This design comes from an exercise in tuning for small area and a short achievable clock period on the open sky130 flow, not from production work. The RTL was checked by simulation tests, not by an equivalence proof against the original design. Power and IR drop assume default switching activity.

===== config.mk =====
export PLATFORM = sky130hd
export DESIGN_NAME = mem_unit
export DESIGN_NICKNAME = mem_unit
export VERILOG_FILES = /design/flow/design.v
export SDC_FILE = /design/flow/constraint.sdc
export NUM_CORES = 4
export LEC_CHECK = 0
export CAP_MARGIN = 20
export CORE_MARGIN = 2
export CORE_UTILIZATION = 45
export SLEW_MARGIN = 20

===== constraint.sdc =====
create_clock -name core_clock -period 6.5 [get_ports {clk}]
set_input_delay 1.3000 -clock core_clock [delete_from_list [all_inputs] [get_ports {clk}]]
set_output_delay 1.3000 -clock core_clock [all_outputs]
set_load 0.01 [all_outputs]

===== design.v =====
module mem_unit #(
  parameter int unsigned DATA_WIDTH = 16,
  parameter int unsigned ADDR_WIDTH = 8,
  parameter int unsigned LATENCY    = 2
) (
  input  logic                  clk,
  input  logic                  reset,
  input  logic                  MEM_EN,
  input  logic                  MEM_RW,
  input  logic [ADDR_WIDTH-1:0] mem_addr,
  input  logic [DATA_WIDTH-1:0] mem_data_in,
  output logic [DATA_WIDTH-1:0] mem_data_out,
  output logic                  MFC,
  output logic                  busy
);
  localparam int unsigned DEPTH   = 1 << ADDR_WIDTH;
  localparam int unsigned CNT_W   = (LATENCY > 1) ? $clog2(LATENCY) : 1;
  typedef enum logic {
    IDLE = 1'b0,
    BUSY = 1'b1
  } state_t;
  state_t                state;
  logic [CNT_W-1:0]      cnt;
  logic [ADDR_WIDTH-1:0] addr_q;
  logic [DATA_WIDTH-1:0] wdata_q;
  logic                  rw_q;
  logic [ADDR_WIDTH-1:0] addr_p  [0:LATENCY-1];
  logic [DATA_WIDTH-1:0] wdata_p [0:LATENCY-1];
  logic                  rw_p    [0:LATENCY-1];
  logic [DATA_WIDTH-1:0] rdata_q;
  logic                  mfc_q;
  logic                  busy_q;
  logic [DATA_WIDTH-1:0] mem [0:DEPTH-1];
  logic done_c;
  logic wr_en_c;
  always_ff @(posedge clk) begin
    addr_p[0]  <= mem_addr;
    wdata_p[0] <= mem_data_in;
    rw_p[0]    <= MEM_RW;
    for (int i = 1; i < LATENCY; i++) begin
      addr_p[i]  <= addr_p[i-1];
      wdata_p[i] <= wdata_p[i-1];
      rw_p[i]    <= rw_p[i-1];
    end
  end
  assign addr_q  = addr_p[LATENCY-1];
  assign wdata_q = wdata_p[LATENCY-1];
  assign rw_q    = rw_p[LATENCY-1];
  assign done_c  = (state == BUSY) && (cnt == '0);
  assign wr_en_c = done_c && !rw_q && reset;
  always_ff @(posedge clk) begin
    if (wr_en_c) begin
      mem[addr_q] <= wdata_q;
    end
  end
  always_ff @(posedge clk) begin
    if (!reset) begin
      state   <= IDLE;
      cnt     <= '0;
      rdata_q <= '0;
      mfc_q   <= 1'b0;
      busy_q  <= 1'b0;
    end else if (state == IDLE) begin
      if (MEM_EN) begin
        cnt     <= CNT_W'(LATENCY - 1);
        mfc_q   <= 1'b1;
        busy_q  <= 1'b1;
        state   <= BUSY;
      end
    end else begin
      if (cnt != '0) begin
        cnt <= cnt - CNT_W'(1);
      end else begin
        if (rw_q) begin
          rdata_q <= mem[addr_q];
        end
        mfc_q  <= 1'b0;
        busy_q <= 1'b0;
        state  <= IDLE;
      end
    end
  end
  assign mem_data_out = rdata_q;
  assign MFC          = mfc_q;
  assign busy         = busy_q;
endmodule

===== run.sh =====
#!/bin/bash
# synth_recipe.tcl (not shown) runs the flow's synth.tcl, then flattens the netlist and writes it again
# the make line also repeats each setting of config.mk as NAME=value (left out here)
make -C /OpenROAD-flow-scripts/flow DESIGN_CONFIG=/design/flow/config.mk WORK_HOME=/design/flow/orfs CLKGATE_MAP_FILE= SYNTH_SCRIPT=/design/flow/synth_recipe.tcl finish

==> notes.md <==
==> cells in the final DEF, fill, tap and decap left out, types with 21 or more instances in the layout <==
cell type,n
edfxtp_1,4096
mux4_2,898
buf_4,435
clkbuf_16,430
mux2i_1,400
nand2_1,292
nor2_1,255
o22ai_1,174
clkinv_1,106
clkbuf_1,101
clkinv_2,74
nand3_1,71
a22oi_1,68
o21ai_0,66
a32oi_1,59
nor2_2,47
a21oi_1,47
a211oi_1,47
dfxtp_1,45
clkdlybuf4s50_1,45
a31oi_1,37
nor2b_1,32
bufinv_16,31
buf_12,31
nor4_1,21
dfxtp_4,21
==> kinds of logic (layout without fill, tap and decap cells) <==
kind of cell | count (synthesis) | count (layout) | synth area share [%]
DFF | 4165 | 4165 | 78.01
muxes | 1309 | 1309 | 15.27
and+or+nand+nor | 875 | 875 | 2.459
AOI/OAI and AO/OA | 610 | 610 | 2.642
buffers and inverters | 444 | 1303 | 1.612
other | 0 | 12 | 0
==> cells in the mapped netlist, drive strengths merged, types with 11 or more instances <==
library cell and count:
edfxtp 4096, mux4 898, mux2i 400, nor2 309, nand2 293, buf 267
o22ai 174, clkbuf 170, nand3 88, o21ai 73, dfxtp 69, a22oi 68
a32oi 59, a211oi 48, a21oi 47, a31oi 38, nor2b 34, nor3 32
nor4 27, a221oi 18, o211ai 15, and3 14, o221ai 14, mux2 11
==> metrics by stage <==
| stage | area, µm² | cells | setup WS [ns] |
|---|---|---|---|
| after detailed placement | 167600 | 12210 | 1.256 |
| final | 181100 | 13000 | 1.691 |
| after floorplan | 159400 | 7403 | 2.137 |
| after global routing | 181100 | 12990 | 1.594 |
| after CTS | 181000 | 12990 | 1.739 |
| after global placement | 167600 | 12210 | 1.033 |
==> power by group <==
| part | switching [mW] | internal (mW) | leakage (nW) |
|---|---|---|---|
| logic | 1.73 | 0.848 | 13.1 |
| registers | 0.157 | 29.5 | 37.4 |
| clock network | 10.3 | 13.4 | 6.52 |
==> cell type report <==
type	count	area share (%)
diodes	12	0.01658
clock inverters	243	1.184
clock buffers	536	6.188
multi-input cells	2794	18.17
well taps	4730	3.267
inverters	7	0.02141
repair buffers	517	2.448
flip-flops and latches	4165	68.71
==> metal layers <==
| layer | vias to the layer above | GRT usage (%) | share of wire [%] |
|---|---|---|---|
| li1 | 32140 | - | - |
| met1 | 43470 | 36.55 | 40 |
| met2 | 4597 | 38.70 | 46 |
| met3 | 728 | 4.968 | 10 |
| met4 | 2 | 8.752 | 4.0 |
| met5 | - | 0 | 0.0029 |
==> state kept, by name, summed over array words and instances (netlist names) <==
signal / count
addr_p: 16
busy_q: 1
cnt: 1
mem: 4096
rdata_q: 16
rw_p: 2
state: 1
wdata_p: 32
==> worst max-delay path, delay by kind of cell, from the launching register on <==
kind	cells	cell delay [ns]
AO/OA/AOI/OAI	4	0.75
buffers and inverters	1	0.58
flip-flops	1	0.93
multiplexers	1	0.88
AND/OR/NAND/NOR	2	1.42
==> worst max-delay path by stage <==
stage             endpoint          from  depth (start not counted)  slack, ns
5_1_grt         rdata_q[3]  addr_p[1][0]                          9       1.59
4_1_cts         rdata_q[3]  addr_p[1][0]                          9       1.74
2_1_floorplan  mem[172][0]         reset                          3       2.14
3_5_place_dp    mem[21][3]         reset                          6       1.26
3_3_place_gp    rdata_q[7]  addr_p[1][0]                          9       1.03
6_report        rdata_q[5]  addr_p[1][0]                          8       1.69
==> metrics.md <==
| Metric | Value |
|---|---|
| Final Hold Vio Count | 0 |
| Hold Buf Count CTS | 0 |
| Synthesized instance count | 7403 |
| Area grow syn2layout | 13.62% |
| Reg2reg end | rdata_q[5] |
| Synth area leader | edfxtp_1 |
| Chip height | 599.2 µm |
| R2R Setup Slk | 1.69 ns |
| Max stage delay on crit path | 0.93 ns |
| Worst setup EP type | register |
| Max-cap check violation count | 0 |
| Total die area | 359100 µm² |
| Multi-input gate area | 32910 µm² |
| IO Port Bufs | 45 |
| CTS buffer count | 424 |
| Final period demand of the worst path | 4.809 ns |
| Routed WL | 455500 µm |
| Synth top area share | 77.15% |
| Post-CTS Setup Inserts | 0 |
| Cells on Worst Hold Path | 0 |
| Fin crit share | 73.99% |
| Routed Antenna Nets | 0 |
| Register area | 124500 µm² |
| Worst reg2reg path depth | 8 |
| Post-route DRC | 0 |
| Avg Inst Size Synth | 21.54 µm² |
| GRT Overall Usage | 25.30% |
| Synthesis Warnings | 4 |
| Row count | 218 |
| PnR Total Power | 55.93 mW |
| CP max FO | 23 |
| Root Buffer | clkbuf_16 |
| Final Core Density | 51.36% |
| Final RePlAce weighted congestion | 0.9579 |
| Seq/Total Area, Yosys | 78.01% |
| Setup Viol. Count Final | 0 |
| Syn_nets | 7431 |
| Post-cts sizing count | 0 |
| GR Overflow Total | 0 |
| Slew HR | 20.41% |
| Pins Over Slew Limit | 0 |
| Worst Max-Slew Pin Slew | 1.181 ns |
| Top post-synthesis cells by area | edfxtp_1 (77%), mux4_2 (13%), mux2i_1 (2.5%), dfxtp_1 (0.87%), nor2_1 (0.73%) |
| Slowest CP cell | dfxtp_4 |
| CTS max path bufs | 4 |
| Pwr/cell area | 308.8 nW/µm² |
| Syn Std Cell Area | 159400 µm² |
| Worst setup SP type | register |
| Initial antenna violation count | 32 |
| Pin count of the biggest net entering global routing | 221 |
| Worst R2R Start | addr_p[1][0] |
| Vias per cell | 6.224 |
| Total vias in the final route | 80930 |
| Fin Hold WS | 0.3251 ns |
| CTS tree | done |
| Wirelength per Cell | 35.03 µm |
| Fill count | 27450 |
| Clock sink count | 4165 |
| Total Nets Final | 7937 |
| Hold Path Class | register to register |
| Req. time, crit path | 7.36 ns |
| Chip width | 599.2 µm |
| Peak Freq | 207.9 MHz |
| CTS H-tree lvls | 5 |
| Worst VDD drop | 0.2823 mV |
| Main synth FF type | edfxtp_1 |
| Hold Crit Start | wdata_p[0][14] |
| Clock latency on the worst-skew pair | 0.98 ns |
| DRT Pass-1 Iters | 6 |
| Detailed Route Iter0 Violations | 12300 |
| First-pass GRT wire length | 635900 µm |
| Seq cells post-synth | 4165 |
| Core area | 352700 µm² |
| Post-DP HPWL | 275200 µm |
| Post-synthesis async set-or-reset flop share | 0% |
| Sum Neg Setup Slack | 0 ns |
| Synth cell types | 67 |
| Critical-path cell list | buf_4 -> mux2i_1 -> o22ai_1 -> nor4_1 -> o22ai_1 -> or4_1 -> a2111oi_2 -> a31oi_1 |
| Critical path arrival | 5.66 ns |
| CP Class | register to register |
| Outcome | finished clean |
| Starting Density | 45.21% |
| Vias in the first global route | 79830 |
| Post-synth EDFFs | 4096 |
| I/O Pins | 46 |
| Layout Skew | 0.05209 ns |
| Worst Hold End | wdata_p[1][14] |
| CP most frequent cell | o22ai_1 |
| Layout cells sized above 1 | 25.32% |
| Leak | 57.04 nW |
| Reg clk slew, reported paths | 0.06 ns |
| RSZ-0062 raised after global routing | false |

## static timing again, ports no longer ideal
No port has a modelled driver above. Below, the same layout with a new extraction and two added sets of constraints. Step 1 (the two cells are an assumption about what drives the block):
set clk [get_ports {clk}]
set_driving_cell -lib_cell sky130_fd_sc_hd__clkbuf_16 $clk
set_driving_cell -lib_cell sky130_fd_sc_hd__buf_2 [delete_from_list [all_inputs] $clk]
Step 2 also shifts input and output timing later by t, the mid clock arrival at the registers, as if the neighbouring blocks saw the same clock. Slacks: ideal ports / drivers / drivers and shift; pairs: ideal ports / drivers.
shift t [ns]: 1.053
setup WS [ns]: 1.691 / 1.691 / 1.228
worst hold slack (ns): 0.325 / 0.325 / 0.325
worst setup path after step 2: input to register
slew at the worst register clock pin (ns): 0.07 / 0.07
After both steps this run still meets setup and hold. The setup slack of this run moves by 0.000 ns with the drivers and by -0.463 ns with both steps.
